Context: an optimization exercise on an open-source flow, tuned for small area, a short achievable clock period and few clock cycles per item. The choices shown serve that exercise and are no tape-out recipe. Only simulation tests tie the RTL to the original design; equivalence was not proved. Power figures rest on the tool's default switching activity, not on a simulated workload.

==> flow/design.v (outline; a module is shown in full before it is edited, if it fits) <==
// module yuv2rgb_top: 1495 lines
// module csa_fa: 4 lines
module yuv2rgb_top
(
	input logic CLOCK_50_I,
	input logic resetn,
	input logic in_valid,
	output logic in_ready,
	input logic [7:0] y,
	input logic [7:0] u,
	input logic [7:0] v,
	output logic out_valid,
	input logic out_ready,
	output logic [7:0] r,
	output logic [7:0] g,
	output logic [7:0] b
);
  // ...
==> flow/run.sh <==
#!/bin/bash
# synth_recipe.tcl (not shown) runs the flow's synth.tcl, then flattens the netlist and writes it again
# the make line also repeats each setting of config.mk as NAME=value (left out here)
make -C /OpenROAD-flow-scripts/flow DESIGN_CONFIG=/design/flow/config.mk WORK_HOME=/design/flow/orfs CLKGATE_MAP_FILE= SYNTH_SCRIPT=/design/flow/synth_recipe.tcl finish
==> flow/config.mk <==
export PLATFORM = sky130hd
export DESIGN_NAME = yuv2rgb_top
export DESIGN_NICKNAME = yuv2rgb_top
export VERILOG_FILES = /design/flow/design.v
export SDC_FILE = /design/flow/constraint.sdc
export NUM_CORES = 4
export LEC_CHECK = 0
export ABC_CLOCK_PERIOD_IN_PS = 4000
export CAP_MARGIN = 20
export CORE_MARGIN = 2
export CORE_UTILIZATION = 40
export SETUP_SLACK_MARGIN = 3.5
export SLEW_MARGIN = 20
export SYNTH_HIERARCHICAL = 1
==> flow/constraint.sdc <==
create_clock -name core_clock -period 8.0 [get_ports {CLOCK_50_I}]
set_input_delay 1.6000 -clock core_clock [delete_from_list [all_inputs] [get_ports {CLOCK_50_I}]]
set_output_delay 1.6000 -clock core_clock [all_outputs]
set_load 0.01 [all_outputs]
==> summary.txt, run 1 <==
Post-synth top cells -> fa_1, inv_1, nor2_1, ha_1, edfxtp_1
LEAKAGE -> 4.17 nW
Worst r2r src -> ya[7]
CP Launch Point -> ya[7]
Total negative slack -> 0 ns
MaxCap Viol Count -> 0
Delay-heaviest family, CP -> adder cells
Clk. pwr -> 0.000246 W
First-pass GRT wire length -> 33,100 µm
DP HPWL -> 15,500 µm
Cell area after synthesis -> 8150 µm²
Die span in x -> 147 µm
Worst slew margin -> 0.263
CP Buf/Inv Count -> 3
H-tree Lvls -> 2
Critical path fanouts, max -> 3
Met3 GRT Util -> 0.0413
Layout Skew -> 0.0163 ns
FFs & Latches -> 56
Remaining DRCs -> 0
Met2 Track Usage GR -> 0.354
WL met1 -> 8120 µm
Status -> no timing/DRC/antenna violations
Top power group -> combinational logic
Hold_buf cts -> 0
Repair and plain buffers -> 129
CP peak stage delay -> 0.55 ns
Switching power -> 0.00137 W
Fin cells -> 1,072
Synth area leaders -> fa_1, edfxtp_1, ha_1
Worst R2R Setup Slack -> 3.63 ns
DR top layer -> met4
Main combinational cell family by area after synthesis -> adder cells
Int Pwr -> 0.00170 W
Iter 0 DRT Violations -> 359
Power per cell area -> 309 nW/µm²
CTS Sinks -> 56
Switch share -> 0.446
Total power -> 0.00307 W
Well Taps -> 270
Commonest non-fill, non-tap cell in the layout -> fa_1
Testbench counts, summed over its fixed seeds: cycles 32,016, pixels 32,000.
==> run 2: changes to the inputs <==
==> flow/design.v (replaced) <==
package csc_coef_pkg;
	localparam int unsigned pix_w = 8;
endpackage
module yuv2rgb_top
(
	input logic CLOCK_50_I,
	input logic resetn,
	input logic in_valid,
	output logic in_ready,
	input logic [7:0] y,
	input logic [7:0] u,
	input logic [7:0] v,
	output logic out_valid,
	input logic out_ready,
	output logic [7:0] r,
	output logic [7:0] g,
	output logic [7:0] b
);
	logic a_valid, b_ready;
	logic [7:0] ua, va;
	logic r_s, r_o, rq_s, rq_o;
	logic [7:0] r_c, rq_c;
	logic g_s, g_o, gq_s, gq_o;
	logic [7:0] g_c, gq_c;
	logic b_s, b_o, bq_s, bq_o;
	logic [7:0] b_c, bq_c;
	assign b_ready = !out_valid || out_ready;
	assign in_ready = !a_valid || b_ready;
	always_ff @(posedge CLOCK_50_I or negedge resetn)
		if (!resetn) a_valid <= 1'b0;
		else if (in_ready) a_valid <= in_valid;
	logic [22:0] yp, ypa;
	logic p1;
	assign p1 = y[2] ^ y[0];
	logic p2;
	assign p2 = y[2] | y[0];
	logic p3;
	assign p3 = y[3] ^ y[1];
	logic p4;
	assign p4 = y[3] | y[1];
	logic p5;
	assign p5 = y[4] ^ y[2];
	logic p6;
	assign p6 = y[4] | y[2];
	logic p7;
	logic p8;
	csa_fa pfa1 (.a(y[0]), .b(p4), .c(~p5), .s(p7), .co(p8));
	logic p9;
	assign p9 = y[5] ^ y[3];
	logic p10;
	assign p10 = y[5] | y[3];
	logic p11;
	logic p12;
	csa_fa pfa2 (.a(y[1]), .b(p6), .c(~p9), .s(p11), .co(p12));
	logic p13;
	assign p13 = y[6] ^ y[4];
	logic p14;
	assign p14 = y[6] | y[4];
	logic p15;
	logic p16;
	csa_fa pfa3 (.a(y[2]), .b(p10), .c(~p13), .s(p15), .co(p16));
	logic p17;
	logic p18;
	csa_fa pfa4 (.a(y[7]), .b(y[5]), .c(y[3]), .s(p17), .co(p18));
	logic p19;
	logic p20;
	csa_fa pfa5 (.a(~y[0]), .b(p14), .c(p17), .s(p19), .co(p20));
	logic p21;
	logic p22;
	csa_fa pfa6 (.a(y[6]), .b(y[4]), .c(y[0]), .s(p21), .co(p22));
	logic p23;
	logic p24;
	csa_fa pfa7 (.a(~y[1]), .b(p18), .c(p21), .s(p23), .co(p24));
	logic p25;
	logic p26;
	csa_fa pfa8 (.a(y[7]), .b(y[5]), .c(y[1]), .s(p25), .co(p26));
	logic p27;
	logic p28;
	csa_fa pfa9 (.a(~y[2]), .b(p22), .c(p25), .s(p27), .co(p28));
	logic p29;
	logic p30;
	csa_fa pfa10 (.a(~y[3]), .b(y[6]), .c(y[2]), .s(p29), .co(p30));
	logic p31;
	assign p31 = p26 ^ p29;
	logic p32;
	assign p32 = p26 & p29;
	logic p33;
	logic p34;
	csa_fa pfa11 (.a(~y[4]), .b(y[7]), .c(y[3]), .s(p33), .co(p34));
	logic p35;
	logic p36;
	csa_fa pfa12 (.a(p30), .b(p33), .c(p32), .s(p35), .co(p36));
	logic p37;
	logic p38;
	csa_fa pfa13 (.a(~y[5]), .b(y[4]), .c(p34), .s(p37), .co(p38));
	logic p39;
	assign p39 = ~y[6] ^ y[5];
	logic p40;
	assign p40 = ~y[6] & y[5];
	logic p41;
	logic p42;
	csa_fa pfa14 (.a(~y[7]), .b(y[6]), .c(p40), .s(p41), .co(p42));
	logic p43;
	assign p43 = y[7] ^ p42;
	logic p44;
	assign p44 = y[7] | p42;
	logic p45;
	assign p45 = ~y[7] & y[0];
	logic p46;
	assign p46 = ~y[7] ^ y[0];
	logic p47;
	assign p47 = p2 & ~p3;
	logic p48;
	assign p48 = p2 ^ ~p3;
	logic p49;
	assign p49 = p8 & p11;
	logic p50;
	assign p50 = p8 ^ p11;
	logic p51;
	assign p51 = p12 & p15;
	logic p52;
	assign p52 = p12 ^ p15;
	logic p53;
	assign p53 = p16 & p19;
	logic p54;
	assign p54 = p16 ^ p19;
	logic p55;
	assign p55 = p20 & p23;
	logic p56;
	assign p56 = p20 ^ p23;
	logic p57;
	assign p57 = p24 & p27;
	logic p58;
	assign p58 = p24 ^ p27;
	logic p59;
	assign p59 = p28 & p31;
	logic p60;
	assign p60 = p28 ^ p31;
	logic p61;
	assign p61 = p36 & p37;
	logic p62;
	assign p62 = p36 ^ p37;
	logic p63;
	assign p63 = p38 & p39;
	logic p64;
	assign p64 = p38 ^ p39;
	logic p65;
	assign p65 = ~y[1] ^ ~y[0];
	logic p66;
	assign p66 = ~y[1] & ~y[0];
	logic p67;
	assign p67 = ~y[2] ^ p66;
	logic p68;
	assign p68 = ~y[2] & p66;
	logic p69;
	assign p69 = ~y[2] & ~y[1];
	logic p70;
	assign p70 = ~y[3] ^ p68;
	logic p71;
	assign p71 = ~y[3] & ~y[2];
	logic p72;
	assign p72 = p71 & p66;
	logic p73;
	assign p73 = p71 & ~y[1];
	logic p74;
	assign p74 = ~y[4] ^ p72;
	logic p75;
	assign p75 = ~y[4] & p72;
	logic p76;
	assign p76 = ~y[4] & p73;
	logic p77;
	assign p77 = ~y[5] ^ p75;
	logic p78;
	assign p78 = ~y[5] & ~y[4];
	logic p79;
	assign p79 = p78 & p72;
	logic p80;
	assign p80 = p78 & p73;
	logic p81;
	assign p81 = ~y[6] ^ p79;
	logic p82;
	assign p82 = ~y[6] & p78;
	logic p83;
	assign p83 = p82 & p72;
	logic p84;
	assign p84 = p82 & p73;
	logic p85;
	assign p85 = p46 ^ p83;
	logic p86;
	assign p86 = p46 & ~y[6];
	logic p87;
	assign p87 = p86 & p78;
	logic p88;
	assign p88 = p45 | (p87 & p72);
	logic p89;
	assign p89 = p87 & p73;
	logic p90;
	assign p90 = ~y[1] ^ p88;
	logic p91;
	assign p91 = y[1] | p88;
	logic p92;
	assign p92 = ~p1 ^ p91;
	logic p93;
	assign p93 = ~p1 & y[1];
	logic p94;
	assign p94 = p93 | (~p1 & p88);
	logic p95;
	assign p95 = ~p1 & p89;
	logic p96;
	assign p96 = p48 ^ p94;
	logic p97;
	assign p97 = p47 | (p48 & p93);
	logic p98;
	assign p98 = p48 & ~p1;
	logic p99;
	assign p99 = p97 | (p98 & p88);
	logic p100;
	assign p100 = p98 & p89;
	logic p101;
	assign p101 = p7 ^ p99;
	logic p102;
	assign p102 = p7 & p47;
	logic p103;
	assign p103 = p7 & p48;
	logic p104;
	assign p104 = p102 | (p103 & p93);
	logic p105;
	assign p105 = p103 & ~p1;
	logic p106;
	assign p106 = p104 | (p105 & p88);
	logic p107;
	assign p107 = p105 & p89;
	logic p108;
	assign p108 = p50 ^ p106;
	logic p109;
	assign p109 = p49 | (p50 & p104);
	logic p110;
	assign p110 = p50 & p105;
	logic p111;
	assign p111 = p109 | (p110 & p88);
	logic p112;
	assign p112 = p110 & p89;
	logic p113;
	assign p113 = p52 ^ p111;
	logic p114;
	assign p114 = p51 | (p52 & p49);
	logic p115;
	assign p115 = p52 & p50;
	logic p116;
	assign p116 = p114 | (p115 & p104);
	logic p117;
	assign p117 = p115 & p105;
	logic p118;
	assign p118 = p116 | (p117 & p88);
	logic p119;
	assign p119 = p117 & p89;
	logic p120;
	assign p120 = p54 ^ p118;
	logic p121;
	assign p121 = p53 | (p54 & p114);
	logic p122;
	assign p122 = p54 & p115;
	logic p123;
	assign p123 = p121 | (p122 & p104);
	logic p124;
	assign p124 = p122 & p105;
	logic p125;
	assign p125 = p123 | (p124 & p88);
	logic p126;
	assign p126 = p124 & p89;
	logic p127;
	assign p127 = p56 ^ p125;
	logic p128;
	assign p128 = p55 | (p56 & p53);
	logic p129;
	assign p129 = p56 & p54;
	logic p130;
	assign p130 = p128 | (p129 & p114);
	logic p131;
	assign p131 = p129 & p115;
	logic p132;
	assign p132 = p130 | (p131 & p104);
	logic p133;
	assign p133 = p131 & p105;
	logic p134;
	assign p134 = p132 | (p133 & p88);
	logic p135;
	assign p135 = p133 & p89;
	logic p136;
	assign p136 = p58 ^ p134;
	logic p137;
	assign p137 = p57 | (p58 & p134);
	logic p138;
	assign p138 = p58 & p135;
	logic p139;
	assign p139 = p60 ^ p137;
	logic p140;
	assign p140 = p59 | (p60 & p57);
	logic p141;
	assign p141 = p60 & p58;
	logic p142;
	assign p142 = p140 | (p141 & p134);
	logic p143;
	assign p143 = p141 & p135;
	logic p144;
	assign p144 = p35 ^ p142;
	logic p145;
	assign p145 = p35 & p140;
	logic p146;
	assign p146 = p35 & p141;
	logic p147;
	assign p147 = p145 | (p146 & p134);
	logic p148;
	assign p148 = p146 & p135;
	logic p149;
	assign p149 = p62 ^ p147;
	logic p150;
	assign p150 = p62 & p35;
	logic p151;
	assign p151 = p61 | (p150 & p140);
	logic p152;
	assign p152 = p150 & p141;
	logic p153;
	assign p153 = p151 | (p152 & p134);
	logic p154;
	assign p154 = p152 & p135;
	logic p155;
	assign p155 = p64 ^ p153;
	logic p156;
	assign p156 = p63 | (p64 & p151);
	logic p157;
	assign p157 = p64 & p152;
	logic p158;
	assign p158 = p156 | (p157 & p134);
	logic p159;
	assign p159 = p157 & p135;
	logic p160;
	assign p160 = p41 ^ p158;
	logic p161;
	assign p161 = p41 & p63;
	logic p162;
	assign p162 = p41 & p64;
	logic p163;
	assign p163 = p161 | (p162 & p151);
	logic p164;
	assign p164 = p162 & p152;
	logic p165;
	assign p165 = p163 | (p164 & p134);
	logic p166;
	assign p166 = p164 & p135;
	logic p167;
	assign p167 = ~p43 ^ p165;
	logic p168;
	assign p168 = ~p43 & p161;
	logic p169;
	assign p169 = ~p43 & p162;
	logic p170;
	assign p170 = p168 | (p169 & p151);
	logic p171;
	assign p171 = p169 & p152;
	logic p172;
	assign p172 = p170 | (p171 & p134);
	logic p173;
	assign p173 = p171 & p135;
	assign yp = {p167, p160, p155, p149, p144, p139, p136, p127, p120, p113, p108, p101, p96, p92, p90, p85, p81, p77, p74, p70, p67, p65, ~~y[0]};
	always_ff @(posedge CLOCK_50_I)
		if (in_valid && in_ready) begin
			ypa <= yp; ua <= u; va <= v;
		end
	logic n1;
	logic n2;
	csa_fa nfa1 (.a(ypa[0]), .b(va[2]), .c(va[1]), .s(n1), .co(n2));
	logic n3;
	logic n4;
	csa_fa nfa2 (.a(ypa[1]), .b(va[3]), .c(va[2]), .s(n3), .co(n4));
	logic n5;
	logic n6;
	csa_fa nfa3 (.a(ypa[2]), .b(va[4]), .c(va[3]), .s(n5), .co(n6));
	logic n7;
	logic n8;
	csa_fa nfa4 (.a(va[0]), .b(n4), .c(n5), .s(n7), .co(n8));
	logic n9;
	logic n10;
	csa_fa nfa5 (.a(ypa[3]), .b(va[5]), .c(va[4]), .s(n9), .co(n10));
	logic n11;
	logic n12;
	csa_fa nfa6 (.a(va[1]), .b(n6), .c(n9), .s(n11), .co(n12));
	logic n13;
	assign n13 = ypa[4] ^ va[6];
	logic n14;
	assign n14 = ypa[4] | va[6];
	logic n15;
	logic n16;
	csa_fa nfa7 (.a(va[5]), .b(va[2]), .c(n10), .s(n15), .co(n16));
	logic n17;
	logic n18;
	csa_fa nfa8 (.a(~n13), .b(n12), .c(n15), .s(n17), .co(n18));
	logic n19;
	assign n19 = ypa[5] ^ va[7];
	logic n20;
	assign n20 = ypa[5] | va[7];
	logic n21;
	logic n22;
	csa_fa nfa9 (.a(va[6]), .b(va[3]), .c(va[0]), .s(n21), .co(n22));
	logic n23;
	logic n24;
	csa_fa nfa10 (.a(n14), .b(~n19), .c(n21), .s(n23), .co(n24));
	logic n25;
	assign n25 = n16 ^ n23;
	logic n26;
	assign n26 = n16 & n23;
	logic n27;
	logic n28;
	csa_fa nfa11 (.a(ypa[6]), .b(va[7]), .c(va[4]), .s(n27), .co(n28));
	logic n29;
	logic n30;
	csa_fa nfa12 (.a(va[1]), .b(n20), .c(n22), .s(n29), .co(n30));
	logic n31;
	logic n32;
	csa_fa nfa13 (.a(n27), .b(n29), .c(n24), .s(n31), .co(n32));
	logic n33;
	assign n33 = ypa[7] ^ va[5];
	logic n34;
	assign n34 = ypa[7] | va[5];
	logic n35;
	logic n36;
	csa_fa nfa14 (.a(va[2]), .b(~n33), .c(n28), .s(n35), .co(n36));
	logic n37;
	assign n37 = n30 ^ n35;
	logic n38;
	assign n38 = n30 & n35;
	logic n39;
	assign n39 = ypa[8] ^ va[6];
	logic n40;
	assign n40 = ypa[8] | va[6];
	logic n41;
	logic n42;
	csa_fa nfa15 (.a(va[3]), .b(n34), .c(~n39), .s(n41), .co(n42));
	logic n43;
	logic n44;
	csa_fa nfa16 (.a(n36), .b(n41), .c(n38), .s(n43), .co(n44));
	logic n45;
	logic n46;
	csa_fa nfa17 (.a(ypa[9]), .b(va[7]), .c(va[4]), .s(n45), .co(n46));
	logic n47;
	logic n48;
	csa_fa nfa18 (.a(va[0]), .b(n40), .c(n45), .s(n47), .co(n48));
	logic n49;
	assign n49 = n42 ^ n47;
	logic n50;
	assign n50 = n42 & n47;
	logic n51;
	assign n51 = ypa[10] ^ va[5];
	logic n52;
	assign n52 = ypa[10] | va[5];
	logic n53;
	logic n54;
	csa_fa nfa19 (.a(va[1]), .b(va[0]), .c(n46), .s(n53), .co(n54));
	logic n55;
	logic n56;
	csa_fa nfa20 (.a(~n51), .b(n48), .c(n53), .s(n55), .co(n56));
	logic n57;
	logic n58;
	csa_fa nfa21 (.a(ypa[11]), .b(va[6]), .c(va[2]), .s(n57), .co(n58));
	logic n59;
	logic n60;
	csa_fa nfa22 (.a(va[1]), .b(n52), .c(n57), .s(n59), .co(n60));
	logic n61;
	assign n61 = n54 ^ n59;
	logic n62;
	assign n62 = n54 & n59;
	logic n63;
	logic n64;
	csa_fa nfa23 (.a(ypa[12]), .b(va[7]), .c(va[3]), .s(n63), .co(n64));
	logic n65;
	logic n66;
	csa_fa nfa24 (.a(va[2]), .b(n58), .c(n63), .s(n65), .co(n66));
	logic n67;
	logic n68;
	csa_fa nfa25 (.a(n60), .b(n65), .c(n62), .s(n67), .co(n68));
	logic n69;
	logic n70;
	csa_fa nfa26 (.a(ypa[13]), .b(va[4]), .c(va[3]), .s(n69), .co(n70));
	logic n71;
	logic n72;
	csa_fa nfa27 (.a(va[0]), .b(n64), .c(n69), .s(n71), .co(n72));
	logic n73;
	assign n73 = n66 ^ n71;
	logic n74;
	assign n74 = n66 & n71;
	logic n75;
	assign n75 = ypa[14] ^ va[5];
	logic n76;
	assign n76 = ypa[14] | va[5];
	logic n77;
	logic n78;
	csa_fa nfa28 (.a(va[4]), .b(va[1]), .c(va[0]), .s(n77), .co(n78));
	logic n79;
	logic n80;
	csa_fa nfa29 (.a(~n75), .b(n70), .c(n77), .s(n79), .co(n80));
	logic n81;
	logic n82;
	csa_fa nfa30 (.a(n72), .b(n79), .c(n74), .s(n81), .co(n82));
	logic n83;
	logic n84;
	csa_fa nfa31 (.a(ypa[15]), .b(va[6]), .c(va[5]), .s(n83), .co(n84));
	logic n85;
	logic n86;
	csa_fa nfa32 (.a(va[2]), .b(va[1]), .c(n76), .s(n85), .co(n86));
	logic n87;
	logic n88;
	csa_fa nfa33 (.a(n78), .b(n83), .c(n85), .s(n87), .co(n88));
	logic n89;
	assign n89 = n80 ^ n87;
	logic n90;
	assign n90 = n80 & n87;
	logic n91;
	logic n92;
	csa_fa nfa34 (.a(ypa[16]), .b(va[7]), .c(va[6]), .s(n91), .co(n92));
	logic n93;
	logic n94;
	csa_fa nfa35 (.a(va[3]), .b(va[2]), .c(n84), .s(n93), .co(n94));
	logic n95;
	logic n96;
	csa_fa nfa36 (.a(n91), .b(n86), .c(n93), .s(n95), .co(n96));
	logic n97;
	logic n98;
	csa_fa nfa37 (.a(n88), .b(n95), .c(n90), .s(n97), .co(n98));
	logic n99;
	logic n100;
	csa_fa nfa38 (.a(ypa[17]), .b(va[7]), .c(va[4]), .s(n99), .co(n100));
	logic n101;
	logic n102;
	csa_fa nfa39 (.a(va[3]), .b(n92), .c(n99), .s(n101), .co(n102));
	logic n103;
	logic n104;
	csa_fa nfa40 (.a(n94), .b(n101), .c(n96), .s(n103), .co(n104));
	logic n105;
	logic n106;
	csa_fa nfa41 (.a(ypa[18]), .b(va[5]), .c(va[4]), .s(n105), .co(n106));
	logic n107;
	logic n108;
	csa_fa nfa42 (.a(n100), .b(n105), .c(n102), .s(n107), .co(n108));
	logic n109;
	assign n109 = ypa[19] ^ va[6];
	logic n110;
	assign n110 = ypa[19] | va[6];
	logic n111;
	logic n112;
	csa_fa nfa43 (.a(va[5]), .b(~n109), .c(n106), .s(n111), .co(n112));
	logic n113;
	logic n114;
	csa_fa nfa44 (.a(ypa[20]), .b(va[7]), .c(va[6]), .s(n113), .co(n114));
	logic n115;
	assign n115 = n110 ^ n113;
	logic n116;
	assign n116 = n110 & n113;
	logic n117;
	logic n118;
	csa_fa nfa45 (.a(ypa[21]), .b(va[7]), .c(n114), .s(n117), .co(n118));
	logic n119;
	assign n119 = ypa[22] ^ n118;
	logic n120;
	assign n120 = ypa[22] | n118;
	logic n121;
	assign n121 = va[1] & va[0];
	logic n122;
	assign n122 = va[1] | va[0];
	logic n123;
	assign n123 = n2 & n3;
	logic n124;
	assign n124 = n2 | n3;
	logic n125;
	assign n125 = n8 & n11;
	logic n126;
	assign n126 = n8 | n11;
	logic n127;
	assign n127 = n18 & n25;
	logic n128;
	assign n128 = n18 | n25;
	logic n129;
	assign n129 = n26 & n31;
	logic n130;
	assign n130 = n26 | n31;
	logic n131;
	assign n131 = n32 & n37;
	logic n132;
	assign n132 = n32 | n37;
	logic n133;
	assign n133 = n44 & n49;
	logic n134;
	assign n134 = n44 | n49;
	logic n135;
	assign n135 = n50 & n55;
	logic n136;
	assign n136 = n50 | n55;
	logic n137;
	assign n137 = n56 & n61;
	logic n138;
	assign n138 = n56 | n61;
	logic n139;
	assign n139 = n68 & n73;
	logic n140;
	assign n140 = n68 | n73;
	logic n141;
	assign n141 = n82 & n89;
	logic n142;
	assign n142 = n82 ^ n89;
	logic n143;
	assign n143 = n98 & n103;
	logic n144;
	assign n144 = n98 ^ n103;
	logic n145;
	assign n145 = n104 & n107;
	logic n146;
	assign n146 = n104 ^ n107;
	logic n147;
	assign n147 = n108 & n111;
	logic n148;
	assign n148 = n108 ^ n111;
	logic n149;
	assign n149 = n112 & n115;
	logic n150;
	assign n150 = n112 ^ n115;
	logic n151;
	assign n151 = n116 & n117;
	logic n152;
	assign n152 = n116 ^ n117;
	logic n153;
	assign n153 = n140 & n67;
	logic n154;
	assign n154 = n137 | (n138 & n135);
	logic n155;
	assign n155 = n138 & n136;
	logic n156;
	assign n156 = n139 | (n153 & n154);
	logic n157;
	assign n157 = n153 & n155;
	logic n158;
	assign n158 = n134 & n43;
	logic n159;
	assign n159 = n131 | (n132 & n129);
	logic n160;
	assign n160 = n132 & n130;
	logic n161;
	assign n161 = n133 | (n158 & n159);
	logic n162;
	assign n162 = n158 & n160;
	logic n163;
	assign n163 = n156 | (n157 & n161);
	logic n164;
	assign n164 = n157 & n162;
	logic n165;
	assign n165 = n128 & n17;
	logic n166;
	assign n166 = n126 & n7;
	logic n167;
	assign n167 = n127 | (n165 & n125);
	logic n168;
	assign n168 = n165 & n166;
	logic n169;
	assign n169 = n124 & n1;
	logic n170;
	assign n170 = n122 & va[0];
	logic n171;
	assign n171 = n123 | (n169 & n121);
	logic n172;
	assign n172 = n169 & n170;
	logic n173;
	assign n173 = n167 | (n168 & n171);
	logic n174;
	assign n174 = n168 & n172;
	logic n175;
	assign n175 = n163 | (n164 & n173);
	logic n176;
	assign n176 = n164 & n174;
	logic n177;
	assign n177 = n81 ^ n175;
	logic n178;
	assign n178 = n81 & n175;
	logic n179;
	assign n179 = n81 & n176;
	logic n180;
	assign n180 = n142 ^ n178;
	logic n181;
	assign n181 = n142 & n81;
	logic n182;
	assign n182 = n141 | (n181 & n175);
	logic n183;
	assign n183 = n181 & n176;
	logic n184;
	assign n184 = n97 ^ n182;
	logic n185;
	assign n185 = n97 & n141;
	logic n186;
	assign n186 = n97 & n181;
	logic n187;
	assign n187 = n185 | (n186 & n175);
	logic n188;
	assign n188 = n186 & n176;
	logic n189;
	assign n189 = n144 ^ n187;
	logic n190;
	assign n190 = n144 & n97;
	logic n191;
	assign n191 = n143 | (n190 & n141);
	logic n192;
	assign n192 = n190 & n181;
	logic n193;
	assign n193 = n191 | (n192 & n175);
	logic n194;
	assign n194 = n192 & n176;
	logic n195;
	assign n195 = n146 ^ n193;
	logic n196;
	assign n196 = n145 | (n146 & n191);
	logic n197;
	assign n197 = n146 & n192;
	logic n198;
	assign n198 = n196 | (n197 & n175);
	logic n199;
	assign n199 = n197 & n176;
	logic n200;
	assign n200 = n148 ^ n198;
	logic n201;
	assign n201 = n147 | (n148 & n145);
	logic n202;
	assign n202 = n148 & n146;
	logic n203;
	assign n203 = n201 | (n202 & n191);
	logic n204;
	assign n204 = n202 & n192;
	logic n205;
	assign n205 = n203 | (n204 & n175);
	logic n206;
	assign n206 = n204 & n176;
	logic n207;
	assign n207 = n150 ^ n205;
	logic n208;
	assign n208 = n149 | (n150 & n201);
	logic n209;
	assign n209 = n150 & n202;
	logic n210;
	assign n210 = n208 | (n209 & n191);
	logic n211;
	assign n211 = n209 & n192;
	logic n212;
	assign n212 = n210 | (n211 & n175);
	logic n213;
	assign n213 = n211 & n176;
	logic n214;
	assign n214 = n152 ^ n212;
	logic n215;
	assign n215 = n151 | (n152 & n149);
	logic n216;
	assign n216 = n152 & n150;
	logic n217;
	assign n217 = n215 | (n216 & n201);
	logic n218;
	assign n218 = n216 & n202;
	logic n219;
	assign n219 = n217 | (n218 & n191);
	logic n220;
	assign n220 = n218 & n192;
	logic n221;
	assign n221 = n219 | (n220 & n175);
	logic n222;
	assign n222 = n220 & n176;
	logic n223;
	assign n223 = ~n119 ^ n221;
	logic n224;
	assign n224 = ~n119 & n219;
	logic n225;
	assign n225 = ~n119 & n220;
	logic n226;
	assign n226 = n224 | (n225 & n175);
	logic n227;
	assign n227 = n225 & n176;
	logic n228;
	assign n228 = ~n120 ^ n226;
	logic n229;
	assign n229 = n120 | (~n119 & n219);
	logic n230;
	assign n230 = ~n119 & n220;
	logic n231;
	assign n231 = n229 | (n230 & n175);
	logic n232;
	assign n232 = n230 & n176;
	logic n233;
	assign n233 = 1'b1 ^ n231;
	logic n234;
	assign n234 = n120 | (~n119 & n219);
	logic n235;
	assign n235 = ~n119 & n220;
	logic n236;
	assign n236 = n234 | (n235 & n175);
	logic n237;
	assign n237 = n235 & n176;
	logic n238;
	logic n239;
	csa_fa nfa46 (.a(~ypa[1]), .b(ua[0]), .c(va[3]), .s(n238), .co(n239));
	logic n240;
	logic n241;
	csa_fa nfa47 (.a(ua[1]), .b(ua[0]), .c(va[4]), .s(n240), .co(n241));
	logic n242;
	logic n243;
	csa_fa nfa48 (.a(~ypa[2]), .b(n240), .c(n239), .s(n242), .co(n243));
	logic n244;
	logic n245;
	csa_fa nfa49 (.a(ua[2]), .b(ua[1]), .c(va[5]), .s(n244), .co(n245));
	logic n246;
	logic n247;
	csa_fa nfa50 (.a(va[0]), .b(n241), .c(n244), .s(n246), .co(n247));
	logic n248;
	logic n249;
	csa_fa nfa51 (.a(~ypa[3]), .b(n246), .c(n243), .s(n248), .co(n249));
	logic n250;
	assign n250 = ~ypa[4] ^ ua[3];
	logic n251;
	assign n251 = ~ypa[4] | ua[3];
	logic n252;
	logic n253;
	csa_fa nfa52 (.a(ua[2]), .b(va[6]), .c(va[1]), .s(n252), .co(n253));
	logic n254;
	logic n255;
	csa_fa nfa53 (.a(~n250), .b(n245), .c(n252), .s(n254), .co(n255));
	logic n256;
	assign n256 = n247 ^ n254;
	logic n257;
	assign n257 = n247 & n254;
	logic n258;
	logic n259;
	csa_fa nfa54 (.a(ua[4]), .b(ua[3]), .c(va[7]), .s(n258), .co(n259));
	logic n260;
	logic n261;
	csa_fa nfa55 (.a(~ypa[5]), .b(va[2]), .c(n251), .s(n260), .co(n261));
	logic n262;
	logic n263;
	csa_fa nfa56 (.a(n253), .b(n258), .c(n260), .s(n262), .co(n263));
	logic n264;
	logic n265;
	csa_fa nfa57 (.a(n255), .b(n257), .c(n262), .s(n264), .co(n265));
	logic n266;
	assign n266 = ~ypa[6] ^ ua[5];
	logic n267;
	assign n267 = ~ypa[6] | ua[5];
	logic n268;
	logic n269;
	csa_fa nfa58 (.a(ua[4]), .b(va[3]), .c(n259), .s(n268), .co(n269));
	logic n270;
	logic n271;
	csa_fa nfa59 (.a(~n266), .b(n261), .c(n268), .s(n270), .co(n271));
	logic n272;
	assign n272 = n263 ^ n270;
	logic n273;
	assign n273 = n263 & n270;
	logic n274;
	assign n274 = ~ypa[7] ^ ua[6];
	logic n275;
	assign n275 = ~ypa[7] | ua[6];
	logic n276;
	logic n277;
	csa_fa nfa60 (.a(ua[5]), .b(va[4]), .c(n267), .s(n276), .co(n277));
	logic n278;
	logic n279;
	csa_fa nfa61 (.a(~n274), .b(n276), .c(n269), .s(n278), .co(n279));
	logic n280;
	assign n280 = n271 ^ n278;
	logic n281;
	assign n281 = n271 & n278;
	logic n282;
	logic n283;
	csa_fa nfa62 (.a(ua[7]), .b(ua[6]), .c(ua[0]), .s(n282), .co(n283));
	logic n284;
	logic n285;
	csa_fa nfa63 (.a(~ypa[8]), .b(va[5]), .c(n275), .s(n284), .co(n285));
	logic n286;
	logic n287;
	csa_fa nfa64 (.a(n282), .b(n277), .c(n284), .s(n286), .co(n287));
	logic n288;
	assign n288 = n279 ^ n286;
	logic n289;
	assign n289 = n279 & n286;
	logic n290;
	logic n291;
	csa_fa nfa65 (.a(ua[7]), .b(ua[1]), .c(va[6]), .s(n290), .co(n291));
	logic n292;
	logic n293;
	csa_fa nfa66 (.a(~ypa[9]), .b(n283), .c(n290), .s(n292), .co(n293));
	logic n294;
	logic n295;
	csa_fa nfa67 (.a(n285), .b(n292), .c(n287), .s(n294), .co(n295));
	logic n296;
	logic n297;
	csa_fa nfa68 (.a(ua[2]), .b(va[7]), .c(va[0]), .s(n296), .co(n297));
	logic n298;
	logic n299;
	csa_fa nfa69 (.a(~ypa[10]), .b(n291), .c(n296), .s(n298), .co(n299));
	logic n300;
	assign n300 = n293 ^ n298;
	logic n301;
	assign n301 = n293 & n298;
	logic n302;
	logic n303;
	csa_fa nfa70 (.a(ua[3]), .b(ua[0]), .c(va[1]), .s(n302), .co(n303));
	logic n304;
	logic n305;
	csa_fa nfa71 (.a(~ypa[11]), .b(n297), .c(n302), .s(n304), .co(n305));
	logic n306;
	logic n307;
	csa_fa nfa72 (.a(n299), .b(n304), .c(n301), .s(n306), .co(n307));
	logic n308;
	logic n309;
	csa_fa nfa73 (.a(ua[4]), .b(ua[1]), .c(ua[0]), .s(n308), .co(n309));
	logic n310;
	logic n311;
	csa_fa nfa74 (.a(~ypa[12]), .b(va[2]), .c(va[0]), .s(n310), .co(n311));
	logic n312;
	logic n313;
	csa_fa nfa75 (.a(n303), .b(n308), .c(n310), .s(n312), .co(n313));
	logic n314;
	assign n314 = n305 ^ n312;
	logic n315;
	assign n315 = n305 & n312;
	logic n316;
	assign n316 = ~ypa[13] ^ ua[5];
	logic n317;
	assign n317 = ~ypa[13] | ua[5];
	logic n318;
	logic n319;
	csa_fa nfa76 (.a(ua[2]), .b(ua[1]), .c(va[3]), .s(n318), .co(n319));
	logic n320;
	logic n321;
	csa_fa nfa77 (.a(va[1]), .b(va[0]), .c(n309), .s(n320), .co(n321));
	logic n322;
	logic n323;
	csa_fa nfa78 (.a(~n316), .b(n318), .c(n311), .s(n322), .co(n323));
	logic n324;
	logic n325;
	csa_fa nfa79 (.a(n320), .b(n313), .c(n322), .s(n324), .co(n325));
	logic n326;
	logic n327;
	csa_fa nfa80 (.a(ua[6]), .b(ua[3]), .c(ua[2]), .s(n326), .co(n327));
	logic n328;
	logic n329;
	csa_fa nfa81 (.a(va[4]), .b(va[2]), .c(va[1]), .s(n328), .co(n329));
	logic n330;
	logic n331;
	csa_fa nfa82 (.a(n317), .b(n319), .c(n326), .s(n330), .co(n331));
	logic n332;
	logic n333;
	csa_fa nfa83 (.a(~ypa[14]), .b(n328), .c(n321), .s(n332), .co(n333));
	logic n334;
	logic n335;
	csa_fa nfa84 (.a(n330), .b(n323), .c(n332), .s(n334), .co(n335));
	logic n336;
	logic n337;
	csa_fa nfa85 (.a(ua[7]), .b(ua[4]), .c(ua[3]), .s(n336), .co(n337));
	logic n338;
	logic n339;
	csa_fa nfa86 (.a(va[5]), .b(va[3]), .c(va[2]), .s(n338), .co(n339));
	logic n340;
	logic n341;
	csa_fa nfa87 (.a(n327), .b(n329), .c(n336), .s(n340), .co(n341));
	logic n342;
	logic n343;
	csa_fa nfa88 (.a(n338), .b(n331), .c(n340), .s(n342), .co(n343));
	logic n344;
	logic n345;
	csa_fa nfa89 (.a(~ypa[15]), .b(n333), .c(n342), .s(n344), .co(n345));
	logic n346;
	logic n347;
	csa_fa nfa90 (.a(ua[5]), .b(ua[4]), .c(va[6]), .s(n346), .co(n347));
	logic n348;
	logic n349;
	csa_fa nfa91 (.a(~ypa[16]), .b(va[4]), .c(va[3]), .s(n348), .co(n349));
	logic n350;
	logic n351;
	csa_fa nfa92 (.a(n337), .b(n339), .c(n346), .s(n350), .co(n351));
	logic n352;
	logic n353;
	csa_fa nfa93 (.a(n348), .b(n341), .c(n350), .s(n352), .co(n353));
	logic n354;
	assign n354 = n343 ^ n352;
	logic n355;
	assign n355 = n343 & n352;
	logic n356;
	assign n356 = ~ypa[17] ^ ua[6];
	logic n357;
	assign n357 = ~ypa[17] | ua[6];
	logic n358;
	logic n359;
	csa_fa nfa94 (.a(ua[5]), .b(va[7]), .c(va[5]), .s(n358), .co(n359));
	logic n360;
	logic n361;
	csa_fa nfa95 (.a(va[4]), .b(n347), .c(n358), .s(n360), .co(n361));
	logic n362;
	logic n363;
	csa_fa nfa96 (.a(n349), .b(n351), .c(n360), .s(n362), .co(n363));
	logic n364;
	logic n365;
	csa_fa nfa97 (.a(~n356), .b(n353), .c(n362), .s(n364), .co(n365));
	logic n366;
	assign n366 = ~ypa[18] ^ ua[7];
	logic n367;
	assign n367 = ~ypa[18] | ua[7];
	logic n368;
	logic n369;
	csa_fa nfa98 (.a(ua[6]), .b(va[6]), .c(va[5]), .s(n368), .co(n369));
	logic n370;
	logic n371;
	csa_fa nfa99 (.a(n357), .b(n359), .c(n368), .s(n370), .co(n371));
	logic n372;
	logic n373;
	csa_fa nfa100 (.a(~n366), .b(n361), .c(n370), .s(n372), .co(n373));
	logic n374;
	assign n374 = n363 ^ n372;
	logic n375;
	assign n375 = n363 & n372;
	logic n376;
	assign n376 = ~ypa[19] ^ ua[7];
	logic n377;
	assign n377 = ~ypa[19] | ua[7];
	logic n378;
	logic n379;
	csa_fa nfa101 (.a(va[7]), .b(va[6]), .c(n367), .s(n378), .co(n379));
	logic n380;
	logic n381;
	csa_fa nfa102 (.a(~n376), .b(n369), .c(n378), .s(n380), .co(n381));
	logic n382;
	logic n383;
	csa_fa nfa103 (.a(n371), .b(n380), .c(n373), .s(n382), .co(n383));
	logic n384;
	assign n384 = ~ypa[20] ^ va[7];
	logic n385;
	assign n385 = ~ypa[20] | va[7];
	logic n386;
	logic n387;
	csa_fa nfa104 (.a(n377), .b(~n384), .c(n379), .s(n386), .co(n387));
	logic n388;
	assign n388 = n381 ^ n386;
	logic n389;
	assign n389 = n381 & n386;
	logic n390;
	logic n391;
	csa_fa nfa105 (.a(~ypa[21]), .b(n385), .c(n387), .s(n390), .co(n391));
	logic n392;
	assign n392 = ~ypa[22] ^ n391;
	logic n393;
	assign n393 = ~ypa[22] | n391;
	logic n394;
	assign n394 = ~ypa[0] & va[2];
	logic n395;
	assign n395 = ~ypa[0] | va[2];
	logic n396;
	assign n396 = n249 & n256;
	logic n397;
	assign n397 = n249 | n256;
	logic n398;
	assign n398 = n265 & n272;
	logic n399;
	assign n399 = n265 | n272;
	logic n400;
	assign n400 = n273 & n280;
	logic n401;
	assign n401 = n273 | n280;
	logic n402;
	assign n402 = n281 & n288;
	logic n403;
	assign n403 = n281 | n288;
	logic n404;
	assign n404 = n289 & n294;
	logic n405;
	assign n405 = n289 | n294;
	logic n406;
	assign n406 = n295 & n300;
	logic n407;
	assign n407 = n295 | n300;
	logic n408;
	assign n408 = n307 & n314;
	logic n409;
	assign n409 = n307 | n314;
	logic n410;
	assign n410 = n315 & n324;
	logic n411;
	assign n411 = n315 | n324;
	logic n412;
	assign n412 = n325 & n334;
	logic n413;
	assign n413 = n325 ^ n334;
	logic n414;
	assign n414 = n335 & n344;
	logic n415;
	assign n415 = n335 ^ n344;
	logic n416;
	assign n416 = n345 & n354;
	logic n417;
	assign n417 = n345 ^ n354;
	logic n418;
	assign n418 = n355 & n364;
	logic n419;
	assign n419 = n355 ^ n364;
	logic n420;
	assign n420 = n365 & n374;
	logic n421;
	assign n421 = n365 ^ n374;
	logic n422;
	assign n422 = n375 & n382;
	logic n423;
	assign n423 = n375 ^ n382;
	logic n424;
	assign n424 = n383 & n388;
	logic n425;
	assign n425 = n383 ^ n388;
	logic n426;
	assign n426 = n389 & n390;
	logic n427;
	assign n427 = n389 ^ n390;
	logic n428;
	assign n428 = n410 | (n411 & n408);
	logic n429;
	assign n429 = n411 & n409;
	logic n430;
	assign n430 = n306 & n406;
	logic n431;
	assign n431 = n306 & n407;
	logic n432;
	assign n432 = n428 | (n429 & n430);
	logic n433;
	assign n433 = n429 & n431;
	logic n434;
	assign n434 = n404 | (n405 & n402);
	logic n435;
	assign n435 = n405 & n403;
	logic n436;
	assign n436 = n400 | (n401 & n398);
	logic n437;
	assign n437 = n401 & n399;
	logic n438;
	assign n438 = n434 | (n435 & n436);
	logic n439;
	assign n439 = n435 & n437;
	logic n440;
	assign n440 = n432 | (n433 & n438);
	logic n441;
	assign n441 = n433 & n439;
	logic n442;
	assign n442 = n264 & n396;
	logic n443;
	assign n443 = n264 & n397;
	logic n444;
	assign n444 = n248 & n242;
	logic n445;
	assign n445 = n443 & n444;
	logic n446;
	assign n446 = n238 & n394;
	logic n447;
	assign n447 = n238 & n395;
	logic n448;
	assign n448 = va[1] | va[0];
	logic n449;
	assign n449 = n446 | (n447 & n448);
	logic n450;
	assign n450 = n442 | (n445 & n449);
	logic n451;
	assign n451 = n445 & n447;
	logic n452;
	assign n452 = n440 | (n441 & n450);
	logic n453;
	assign n453 = n441 & n451;
	logic n454;
	assign n454 = n413 ^ n452;
	logic n455;
	assign n455 = n412 | (n413 & n452);
	logic n456;
	assign n456 = n413 & n453;
	logic n457;
	assign n457 = n415 ^ n455;
	logic n458;
	assign n458 = n414 | (n415 & n412);
	logic n459;
	assign n459 = n415 & n413;
	logic n460;
	assign n460 = n458 | (n459 & n452);
	logic n461;
	assign n461 = n459 & n453;
	logic n462;
	assign n462 = n417 ^ n460;
	logic n463;
	assign n463 = n416 | (n417 & n458);
	logic n464;
	assign n464 = n417 & n459;
	logic n465;
	assign n465 = n463 | (n464 & n452);
	logic n466;
	assign n466 = n464 & n453;
	logic n467;
	assign n467 = n419 ^ n465;
	logic n468;
	assign n468 = n418 | (n419 & n416);
	logic n469;
	assign n469 = n419 & n417;
	logic n470;
	assign n470 = n468 | (n469 & n458);
	logic n471;
	assign n471 = n469 & n459;
	logic n472;
	assign n472 = n470 | (n471 & n452);
	logic n473;
	assign n473 = n471 & n453;
	logic n474;
	assign n474 = n421 ^ n472;
	logic n475;
	assign n475 = n420 | (n421 & n470);
	logic n476;
	assign n476 = n421 & n471;
	logic n477;
	assign n477 = n475 | (n476 & n452);
	logic n478;
	assign n478 = n476 & n453;
	logic n479;
	assign n479 = n423 ^ n477;
	logic n480;
	assign n480 = n422 | (n423 & n420);
	logic n481;
	assign n481 = n423 & n421;
	logic n482;
	assign n482 = n480 | (n481 & n470);
	logic n483;
	assign n483 = n481 & n471;
	logic n484;
	assign n484 = n482 | (n483 & n452);
	logic n485;
	assign n485 = n483 & n453;
	logic n486;
	assign n486 = n425 ^ n484;
	logic n487;
	assign n487 = n424 | (n425 & n480);
	logic n488;
	assign n488 = n425 & n481;
	logic n489;
	assign n489 = n487 | (n488 & n470);
	logic n490;
	assign n490 = n488 & n471;
	logic n491;
	assign n491 = n489 | (n490 & n452);
	logic n492;
	assign n492 = n490 & n453;
	logic n493;
	assign n493 = n427 ^ n491;
	logic n494;
	assign n494 = n426 | (n427 & n424);
	logic n495;
	assign n495 = n427 & n425;
	logic n496;
	assign n496 = n494 | (n495 & n480);
	logic n497;
	assign n497 = n495 & n481;
	logic n498;
	assign n498 = n496 | (n497 & n470);
	logic n499;
	assign n499 = n497 & n471;
	logic n500;
	assign n500 = n498 | (n499 & n452);
	logic n501;
	assign n501 = n499 & n453;
	logic n502;
	assign n502 = ~n392 ^ n500;
	logic n503;
	assign n503 = ~n392 & n498;
	logic n504;
	assign n504 = ~n392 & n499;
	logic n505;
	assign n505 = n503 | (n504 & n452);
	logic n506;
	assign n506 = n504 & n453;
	logic n507;
	assign n507 = n393 ^ n505;
	logic n508;
	assign n508 = n393 & ~n392;
	logic n509;
	assign n509 = n508 & n498;
	logic n510;
	assign n510 = n508 & n499;
	logic n511;
	assign n511 = n509 | (n510 & n452);
	logic n512;
	assign n512 = n510 & n453;
	logic n513;
	assign n513 = 1'b1 ^ n511;
	logic n514;
	assign n514 = n508 & n498;
	logic n515;
	assign n515 = n508 & n499;
	logic n516;
	assign n516 = n514 | (n515 & n452);
	logic n517;
	assign n517 = n515 & n453;
	logic n518;
	assign n518 = ypa[0] ^ ~ua[2];
	logic n519;
	assign n519 = ypa[0] | ~ua[2];
	logic n520;
	logic n521;
	csa_fa nfa106 (.a(~ypa[1]), .b(ua[3]), .c(ua[1]), .s(n520), .co(n521));
	logic n522;
	logic n523;
	csa_fa nfa107 (.a(~ypa[2]), .b(ua[4]), .c(ua[2]), .s(n522), .co(n523));
	logic n524;
	logic n525;
	csa_fa nfa108 (.a(~ypa[3]), .b(ua[5]), .c(ua[3]), .s(n524), .co(n525));
	logic n526;
	logic n527;
	csa_fa nfa109 (.a(~ua[0]), .b(n523), .c(n524), .s(n526), .co(n527));
	logic n528;
	assign n528 = ypa[4] ^ ~ua[6];
	logic n529;
	assign n529 = ypa[4] | ~ua[6];
	logic n530;
	logic n531;
	csa_fa nfa110 (.a(ua[4]), .b(n528), .c(n525), .s(n530), .co(n531));
	logic n532;
	logic n533;
	csa_fa nfa111 (.a(~ua[1]), .b(n530), .c(n527), .s(n532), .co(n533));
	logic n534;
	assign n534 = ypa[5] ^ ~ua[7];
	logic n535;
	assign n535 = ypa[5] | ~ua[7];
	logic n536;
	logic n537;
	csa_fa nfa112 (.a(~ua[5]), .b(ua[2]), .c(ua[0]), .s(n536), .co(n537));
	logic n538;
	logic n539;
	csa_fa nfa113 (.a(n529), .b(~n534), .c(n536), .s(n538), .co(n539));
	logic n540;
	assign n540 = ~n531 ^ n538;
	logic n541;
	assign n541 = ~n531 & n538;
	logic n542;
	assign n542 = ypa[6] ^ ~ua[6];
	logic n543;
	assign n543 = ypa[6] | ~ua[6];
	logic n544;
	logic n545;
	csa_fa nfa114 (.a(ua[3]), .b(ua[1]), .c(n535), .s(n544), .co(n545));
	logic n546;
	logic n547;
	csa_fa nfa115 (.a(~n542), .b(n537), .c(n544), .s(n546), .co(n547));
	logic n548;
	logic n549;
	csa_fa nfa116 (.a(n539), .b(n546), .c(n541), .s(n548), .co(n549));
	logic n550;
	logic n551;
	csa_fa nfa117 (.a(ypa[7]), .b(ua[4]), .c(ua[2]), .s(n550), .co(n551));
	logic n552;
	logic n553;
	csa_fa nfa118 (.a(~ua[7]), .b(n543), .c(n550), .s(n552), .co(n553));
	logic n554;
	logic n555;
	csa_fa nfa119 (.a(n545), .b(n552), .c(n547), .s(n554), .co(n555));
	logic n556;
	assign n556 = ypa[8] ^ ua[5];
	logic n557;
	assign n557 = ypa[8] | ua[5];
	logic n558;
	logic n559;
	csa_fa nfa120 (.a(ua[3]), .b(ua[0]), .c(n551), .s(n558), .co(n559));
	logic n560;
	logic n561;
	csa_fa nfa121 (.a(~n556), .b(n558), .c(n553), .s(n560), .co(n561));
	logic n562;
	assign n562 = ypa[9] ^ ua[6];
	logic n563;
	assign n563 = ypa[9] | ua[6];
	logic n564;
	logic n565;
	csa_fa nfa122 (.a(ua[4]), .b(ua[1]), .c(n557), .s(n564), .co(n565));
	logic n566;
	logic n567;
	csa_fa nfa123 (.a(~n562), .b(n564), .c(n559), .s(n566), .co(n567));
	logic n568;
	logic n569;
	csa_fa nfa124 (.a(ypa[10]), .b(ua[7]), .c(ua[5]), .s(n568), .co(n569));
	logic n570;
	logic n571;
	csa_fa nfa125 (.a(ua[2]), .b(n563), .c(n568), .s(n570), .co(n571));
	logic n572;
	assign n572 = n565 ^ n570;
	logic n573;
	assign n573 = n565 & n570;
	logic n574;
	logic n575;
	csa_fa nfa126 (.a(ypa[11]), .b(ua[6]), .c(ua[3]), .s(n574), .co(n575));
	logic n576;
	logic n577;
	csa_fa nfa127 (.a(n569), .b(n574), .c(n571), .s(n576), .co(n577));
	logic n578;
	logic n579;
	csa_fa nfa128 (.a(ypa[12]), .b(ua[7]), .c(ua[4]), .s(n578), .co(n579));
	logic n580;
	assign n580 = n575 ^ n578;
	logic n581;
	assign n581 = n575 & n578;
	logic n582;
	logic n583;
	csa_fa nfa129 (.a(ypa[13]), .b(ua[5]), .c(n579), .s(n582), .co(n583));
	logic n584;
	assign n584 = ypa[14] ^ ua[6];
	logic n585;
	assign n585 = ypa[14] | ua[6];
	logic n586;
	assign n586 = ypa[15] ^ ua[7];
	logic n587;
	assign n587 = ypa[15] | ua[7];
	logic n588;
	logic n589;
	csa_fa nfa130 (.a(ua[0]), .b(n585), .c(~n586), .s(n588), .co(n589));
	logic n590;
	logic n591;
	csa_fa nfa131 (.a(ypa[16]), .b(ua[1]), .c(n587), .s(n590), .co(n591));
	logic n592;
	assign n592 = ypa[17] ^ ua[2];
	logic n593;
	assign n593 = ypa[17] | ua[2];
	logic n594;
	logic n595;
	csa_fa nfa132 (.a(ypa[18]), .b(ua[3]), .c(n593), .s(n594), .co(n595));
	logic n596;
	assign n596 = ypa[19] ^ ua[4];
	logic n597;
	assign n597 = ypa[19] | ua[4];
	logic n598;
	assign n598 = ypa[20] ^ ua[5];
	logic n599;
	assign n599 = ypa[20] | ua[5];
	logic n600;
	assign n600 = ypa[21] ^ ua[6];
	logic n601;
	assign n601 = ypa[21] | ua[6];
	logic n602;
	logic n603;
	csa_fa nfa133 (.a(ypa[22]), .b(ua[7]), .c(n601), .s(n602), .co(n603));
	logic n604;
	assign n604 = ~ua[0] & ~n518;
	logic n605;
	assign n605 = ~ua[0] | ~n518;
	logic n606;
	assign n606 = n519 & ~n520;
	logic n607;
	assign n607 = n519 | ~n520;
	logic n608;
	assign n608 = ~n521 & ~n522;
	logic n609;
	assign n609 = ~n521 | ~n522;
	logic n610;
	assign n610 = ~n533 & n540;
	logic n611;
	assign n611 = ~n533 | n540;
	logic n612;
	assign n612 = n549 & n554;
	logic n613;
	assign n613 = n549 | n554;
	logic n614;
	assign n614 = n555 & n560;
	logic n615;
	assign n615 = n555 | n560;
	logic n616;
	assign n616 = n561 & n566;
	logic n617;
	assign n617 = n561 | n566;
	logic n618;
	assign n618 = n567 & n572;
	logic n619;
	assign n619 = n567 | n572;
	logic n620;
	assign n620 = n573 & n576;
	logic n621;
	assign n621 = n573 | n576;
	logic n622;
	assign n622 = n577 & n580;
	logic n623;
	assign n623 = n577 | n580;
	logic n624;
	assign n624 = n581 & n582;
	logic n625;
	assign n625 = n581 | n582;
	logic n626;
	assign n626 = n583 & ~n584;
	logic n627;
	assign n627 = n583 ^ ~n584;
	logic n628;
	assign n628 = n589 & n590;
	logic n629;
	assign n629 = n589 ^ n590;
	logic n630;
	assign n630 = n591 & ~n592;
	logic n631;
	assign n631 = n591 ^ ~n592;
	logic n632;
	assign n632 = n595 & ~n596;
	logic n633;
	assign n633 = n595 ^ ~n596;
	logic n634;
	assign n634 = n597 & ~n598;
	logic n635;
	assign n635 = n597 ^ ~n598;
	logic n636;
	assign n636 = n599 & ~n600;
	logic n637;
	assign n637 = n599 ^ ~n600;
	logic n638;
	assign n638 = n624 | (n625 & n622);
	logic n639;
	assign n639 = n625 & n623;
	logic n640;
	assign n640 = n620 | (n621 & n618);
	logic n641;
	assign n641 = n621 & n619;
	logic n642;
	assign n642 = n638 | (n639 & n640);
	logic n643;
	assign n643 = n639 & n641;
	logic n644;
	assign n644 = n616 | (n617 & n614);
	logic n645;
	assign n645 = n617 & n615;
	logic n646;
	assign n646 = n613 & n548;
	logic n647;
	assign n647 = n644 | (n645 & n612);
	logic n648;
	assign n648 = n645 & n646;
	logic n649;
	assign n649 = n642 | (n643 & n647);
	logic n650;
	assign n650 = n643 & n648;
	logic n651;
	assign n651 = n611 & ~n532;
	logic n652;
	assign n652 = ~n526 & n608;
	logic n653;
	assign n653 = ~n526 & n609;
	logic n654;
	assign n654 = n610 | (n651 & n652);
	logic n655;
	assign n655 = n651 & n653;
	logic n656;
	assign n656 = n606 | (n607 & n604);
	logic n657;
	assign n657 = n607 & n605;
	logic n658;
	assign n658 = ~ua[1] & ~ua[0];
	logic n659;
	assign n659 = n656 | (n657 & n658);
	logic n660;
	assign n660 = n657 & ~ua[1];
	logic n661;
	assign n661 = n654 | (n655 & n659);
	logic n662;
	assign n662 = n655 & n660;
	logic n663;
	assign n663 = n649 | (n650 & n661);
	logic n664;
	assign n664 = n650 & n662;
	logic n665;
	assign n665 = n627 ^ n663;
	logic n666;
	assign n666 = n626 | (n627 & n663);
	logic n667;
	assign n667 = n627 & n664;
	logic n668;
	assign n668 = n588 ^ n666;
	logic n669;
	assign n669 = n588 & n626;
	logic n670;
	assign n670 = n588 & n627;
	logic n671;
	assign n671 = n669 | (n670 & n663);
	logic n672;
	assign n672 = n670 & n664;
	logic n673;
	assign n673 = n629 ^ n671;
	logic n674;
	assign n674 = n628 | (n629 & n669);
	logic n675;
	assign n675 = n629 & n670;
	logic n676;
	assign n676 = n674 | (n675 & n663);
	logic n677;
	assign n677 = n675 & n664;
	logic n678;
	assign n678 = n631 ^ n676;
	logic n679;
	assign n679 = n630 | (n631 & n628);
	logic n680;
	assign n680 = n631 & n629;
	logic n681;
	assign n681 = n679 | (n680 & n669);
	logic n682;
	assign n682 = n680 & n670;
	logic n683;
	assign n683 = n681 | (n682 & n663);
	logic n684;
	assign n684 = n682 & n664;
	logic n685;
	assign n685 = n594 ^ n683;
	logic n686;
	assign n686 = n594 & n681;
	logic n687;
	assign n687 = n594 & n682;
	logic n688;
	assign n688 = n686 | (n687 & n663);
	logic n689;
	assign n689 = n687 & n664;
	logic n690;
	assign n690 = n633 ^ n688;
	logic n691;
	assign n691 = n633 & n594;
	logic n692;
	assign n692 = n632 | (n691 & n681);
	logic n693;
	assign n693 = n691 & n682;
	logic n694;
	assign n694 = n692 | (n693 & n663);
	logic n695;
	assign n695 = n693 & n664;
	logic n696;
	assign n696 = n635 ^ n694;
	logic n697;
	assign n697 = n634 | (n635 & n632);
	logic n698;
	assign n698 = n635 & n691;
	logic n699;
	assign n699 = n697 | (n698 & n681);
	logic n700;
	assign n700 = n698 & n682;
	logic n701;
	assign n701 = n699 | (n700 & n663);
	logic n702;
	assign n702 = n700 & n664;
	logic n703;
	assign n703 = n637 ^ n701;
	logic n704;
	assign n704 = n636 | (n637 & n634);
	logic n705;
	assign n705 = n637 & n635;
	logic n706;
	assign n706 = n704 | (n705 & n632);
	logic n707;
	assign n707 = n705 & n691;
	logic n708;
	assign n708 = n706 | (n707 & n681);
	logic n709;
	assign n709 = n707 & n682;
	logic n710;
	assign n710 = n708 | (n709 & n663);
	logic n711;
	assign n711 = n709 & n664;
	logic n712;
	assign n712 = n602 ^ n710;
	logic n713;
	assign n713 = n602 & n708;
	logic n714;
	assign n714 = n602 & n709;
	logic n715;
	assign n715 = n713 | (n714 & n663);
	logic n716;
	assign n716 = n714 & n664;
	logic n717;
	assign n717 = ~n603 ^ n715;
	logic n718;
	assign n718 = n603 | (n602 & n708);
	logic n719;
	assign n719 = n602 & n709;
	logic n720;
	assign n720 = n718 | (n719 & n663);
	logic n721;
	assign n721 = n719 & n664;
	logic n722;
	assign n722 = 1'b1 ^ n720;
	logic n723;
	assign n723 = n603 | (n602 & n708);
	logic n724;
	assign n724 = n602 & n709;
	logic n725;
	assign n725 = n723 | (n724 & n663);
	logic n726;
	assign n726 = n724 & n664;
	assign r_s = n233;
	assign r_o = n228 | n223;
	assign r_c = {n214, n207, n200, n195, n189, n184, n180, n177};
	assign g_s = ~n513;
	assign g_o = ~n507 | ~n502;
	assign g_c = {~n493, ~n486, ~n479, ~n474, ~n467, ~n462, ~n457, ~n454};
	assign b_s = n722;
	assign b_o = n717 | n712;
	assign b_c = {n703, n696, n690, n685, n678, n673, n668, n665};
	always_ff @(posedge CLOCK_50_I or negedge resetn)
		if (!resetn) out_valid <= 1'b0;
		else if (b_ready) out_valid <= a_valid;
	always_ff @(posedge CLOCK_50_I)
		if (a_valid && b_ready) begin
			rq_s <= r_s; rq_o <= r_o; rq_c <= r_c;
			gq_s <= g_s; gq_o <= g_o; gq_c <= g_c;
			bq_s <= b_s; bq_o <= b_o; bq_c <= b_c;
		end
	assign r = rq_s ? 8'd0 : rq_o ? 8'd255 : rq_c;
	assign g = gq_s ? 8'd0 : gq_o ? 8'd255 : gq_c;
	assign b = bq_s ? 8'd0 : bq_o ? 8'd255 : bq_c;
endmodule
module csa_fa (input logic a, input logic b, input logic c, output logic s, output logic co);
	assign s = a ^ b ^ c;
	assign co = (a & b) | (a & c) | (b & c);
endmodule
==> run 2 against run 1 <==
Still clean on timing, DRC and antenna. Power increased by 14%. Synthesized cell count is 4.3% higher. First-iteration DRC count is 36% lower. Critical endpoint is now in_ready. Largest power group unchanged.
==> summary.txt, run 2 <==
Status -> no timing/DRC/antenna violations (unchanged)
Num CTS Buffers -> 9 (was 5)
DP HPWL -> 14,500 µm (was 15,500 µm)
Async S/R FF share, synth -> 0.0282 (was 0.0357)
Remaining DRCs -> 0 (unchanged)
MaxCap Viol Count -> 0 (unchanged)
Vias in the first global route -> 5,645 (was 6,248)
Chip height -> 150 µm (was 147 µm)
Commonest non-fill, non-tap cell in the layout -> fa_1 (unchanged)
Largest Register -> ypa
Worst-Margin Slew -> 0.911 ns (was 1.11 ns)
Fin nets -> 1,072 (was 1,080)
Post-synth top cells -> fa_1, inv_1, ha_1, nor2_1, edfxtp_1 (was fa_1, inv_1, nor2_1, ha_1, edfxtp_1)
H-tree Lvls -> 3 (was 2)
Largest net degree at the start of global routing -> 40 (was 31)
RD Place Congestion -> 0.887 (was 0.914)
CTS Sinks -> 71 (was 56)
First-pass GRT wire length -> 30,100 µm (was 33,100 µm)
CTS clk-pin slew, worst paths -> 0.06 ns (was 0.09 ns)
Critical path fanouts, max -> 3 (unchanged)
WS Path Type -> in -> out (was reg -> reg)
Share of cells above drive strength 1 -> 0.113 (was 0.146)
Clk buf depth -> 2 (unchanged)
Die ar. -> 22,400 µm² (was 21,500 µm²)
DR vias/cell -> 4.93 (was 5.17)
CP required -> 6.40 ns (was 8.08 ns)
CTS tree -> done (unchanged)
Final wirelength -> 18,400 µm (was 20,200 µm)
Worst setup margin -> 3.63 ns (about the same)
Syn Nets -> 970 (was 951)
Worst slew margin -> 0.393 (was 0.263)
Ys flop type -> edfxtp_1 (unchanged)
Max reg flops -> 23
Final setup fails -> 0 (unchanged)
RSZ-0062 raised after global routing -> yes (unchanged)
Fmax -> 229 MHz (about the same)
Routed vias -> 5,340 (was 5,546)
Max Slew Vio Count -> 0 (unchanged)
Total negative slack -> 0 ns (unchanged)
Gr usage total -> 0.181 (was 0.201)
Area leader, netlist -> fa_1 (unchanged)
Core area -> 20,900 µm² (was 20,100 µm²)
LEAKAGE -> 4.27 nW (was 4.17 nW)
Post-synth top area share -> 0.354 (was 0.460)
Worst EP arrival -> 2.77 ns (was 4.45 ns)
Initial antenna violation count -> 0 (unchanged)
Final period util -> 0.546 (about the same)
Antenna Nets Post-Route -> 0 (unchanged)
Min Tclk post-route -> 4.37 ns (about the same)
Pre-CTS setup slack -> 2.80 ns (was 2.96 ns)
Sequential area share after synthesis -> 0.250 (was 0.205)
Diodes inserted -> 0 (unchanged)
Starting Density -> 0.406 (was 0.405)
Root buffer cell -> clkbuf_16 (unchanged)
Peak ir drop on the vdd network -> 0.000167 V (was 0.000385 V)
Gr ovfl total -> 0 (unchanged)
Synth-to-Final Area Change -> 18.8% (was 21.7%)
Initial DRT Pass Iterations -> 4 (was 5)
I/O pin cnt -> 54 (unchanged)
Syn Inst Count -> 701 (was 672)
Clk Latency, worst-skew pair -> 0.35 ns (was 0.32 ns)
Iter 0 DRT Violations -> 230 (was 359)
Yosys warns -> 7 (unchanged)
Post-synth cell types -> 60 (was 54)
Synth area leaders -> fa_1, edfxtp_1, ha_1 (unchanged)
Power per cell area -> 346 nW/µm² (was 309 nW/µm²)
IO buf count -> 53 (unchanged)
Hold Fails Final Rpt -> 0 (unchanged)
WL/cell -> 17.0 µm (was 18.8 µm)
Critical path capture point type -> output pin (was flip-flop)
Mean area per synthesized cell -> 12.1 µm² (about the same)
Most common cell in the netlist -> fa_1 (unchanged)
Post-synth EDFFs -> 69 (was 54)
Hold Path Class -> reg -> reg (unchanged)
Most frequent cells in the layout -> fa_1, inv_1, ha_1, nor2_1, edfxtp_1 (was fa_1, inv_1, nor2_1, buf_4, ha_1)
CP startpoint kind -> input port (was flip-flop)
Synth Register Bits -> 71 (was 56)
Rows -> 53 (was 52)
Layout Skew -> 0.00740 ns (was 0.0163 ns)
Cell area after synthesis -> 8480 µm² (was 8150 µm²)
Die span in x -> 150 µm (was 147 µm)
[run 2: changes by cell type after synthesis, moves of 4 or more]
cell,before,now
edfxtp_1,54,69
xor2_1,8,17
maj3_1,4,0
xnor2_1,10,21
fa_1,187,150
nand2_1,8,20
nor2_1,74,70
ha_1,64,91
[run 2: logic make-up (layout without fill, tap and decap cells)]
logic type,Yosys count,count (layout),synth area share
AOI/OAI and AO/OA,97,97,0.0912
DFF,71,71,0.250
and+or+nand+nor,135,135,0.0757
adders and majority gates,243,243,0.491
xor gates and xnor gates,38,38,0.0393
buffers and inverters,116,223,0.0514
muxes,1,1,0.00118
[run 2: per-layer routing]
layer	global-route usage	routed length, µm	share of wire	vias to the layer above
li1	-	-	-	2568
met2	0.302	8970	0.49	106
met3	0.0241	722	0.039	26
met5	0	0	0	-
met4	0.0648	446	0.024	0
met1	0.242	8290	0.45	2640
[run 2: repair_timing]
| action | in CTS | in global routing |
|---|---|---|
| hold buffers | 0 | 0 |
| resized for setup | 11 | 7 |
| setup endpoints to repair | 10 | 20 |
| buffers inserted | 19 | 20 |
[run 2: worst paths after layout]
path | start | to | slack, ns | cells past startpoint
min in group asynchronous | resetn | a_valid | 1.40 | 1
setup / recovery | out_ready | in_ready | 3.63 | 3
hold reg to reg | a_valid | out_valid | 0.49 | 1
setup reg to reg | ua[6] | gq_c[6] | 3.72 | 13
hold / removal | a_valid | out_valid | 0.49 | 1
max in group asynchronous | resetn | out_valid | 6.48 | 1
[run 2: per-stage QoR]
step                      hold slack [ns]   util  instance area (µm²)  power (W)  instances
final                               0.488  0.482                10100    0.00349       1083
after floorplan                     0.449      -                 8480    0.00245        701
after detailed placement            0.478  0.449                 9370    0.00297       1028
after CTS                           0.499  0.473                 9890    0.00350       1063
after global routing                0.521  0.482                10100    0.00385       1083
after global placement              0.476  0.449                 9370    0.00294       1028
[run 2: final cells by class]
| type | instances | area [µm²] |
|---|---|---|
| fill | 1902 | 10800 |
| clock inverter | 6 | 116 |
| multi-input combinational | 514 | 5920 |
| tap | 275 | 344 |
| timing repair buffer | 97 | 916 |
| sequential | 71 | 2120 |
| clock buffer | 10 | 239 |
| inverter | 110 | 413 |
[run 2: power breakdown]
group / total, W / internal [W] / leakage, nW / switching [W]
logic: 0.00226 / 0.00107 / 3.41 / 0.00119
registers: 0.000734 / 0.000653 / 0.683 / 0.0000812
clock network: 0.000489 / 0.000315 / 0.173 / 0.000174
[run 2: worst max-delay path, stage by stage]
cell	delay [ns]
clkdlybuf4s50_1	0.47
nand3b_1	0.15
clkdlybuf4s50_1	0.55
[run 2: modules after synthesis (local to each module, per instance)]
module | flip-flops and latches | cells inside
csa_fa | 0 | 1
yuv2rgb_top | 71 | 554
Testbench counts of run 2, summed over its fixed seeds: cycles 32,016, pixels 32,000.

==> separate check: timing with driven ports <==
The results above use ideal ports. As a check the final layouts listed here were re-extracted and re-timed, cells and wires unchanged. Step 1 (the two cells are an assumption about what drives the block):
set clk [get_ports {CLOCK_50_I}]
set_driving_cell -lib_cell sky130_fd_sc_hd__clkbuf_16 $clk
set_driving_cell -lib_cell sky130_fd_sc_hd__buf_2 [delete_from_list [all_inputs] $clk]
Step 2 times the ports against the registers' clock, not the clock port: input delays grow and output delays shrink by t, the midpoint of the rising clock arrivals with the driver on. a / b / c = ideal / step 1 / step 2; a / b = the first two.
| run | shift t [ns] | setup WS [ns] | hold WS [ns] | worst setup path after step 2 | latest minus earliest clock arrival (ns) |
|---|---|---|---|---|---|
| run 1 | 0.361 | 3.629 / 3.605 / 3.605 | 0.494 / 0.494 / 0.494 | input to output | 0.016 / 0.016 |
| run 2 | 0.392 | 3.630 / 3.607 / 3.300 | 0.488 / 0.488 / 0.488 | input to register | 0.008 / 0.008 |
After both steps setup and hold are still met in every run listed. For run 2, which loses most, drivers alone change the setup slack by -0.023 ns; drivers and shift together by -0.330 ns.
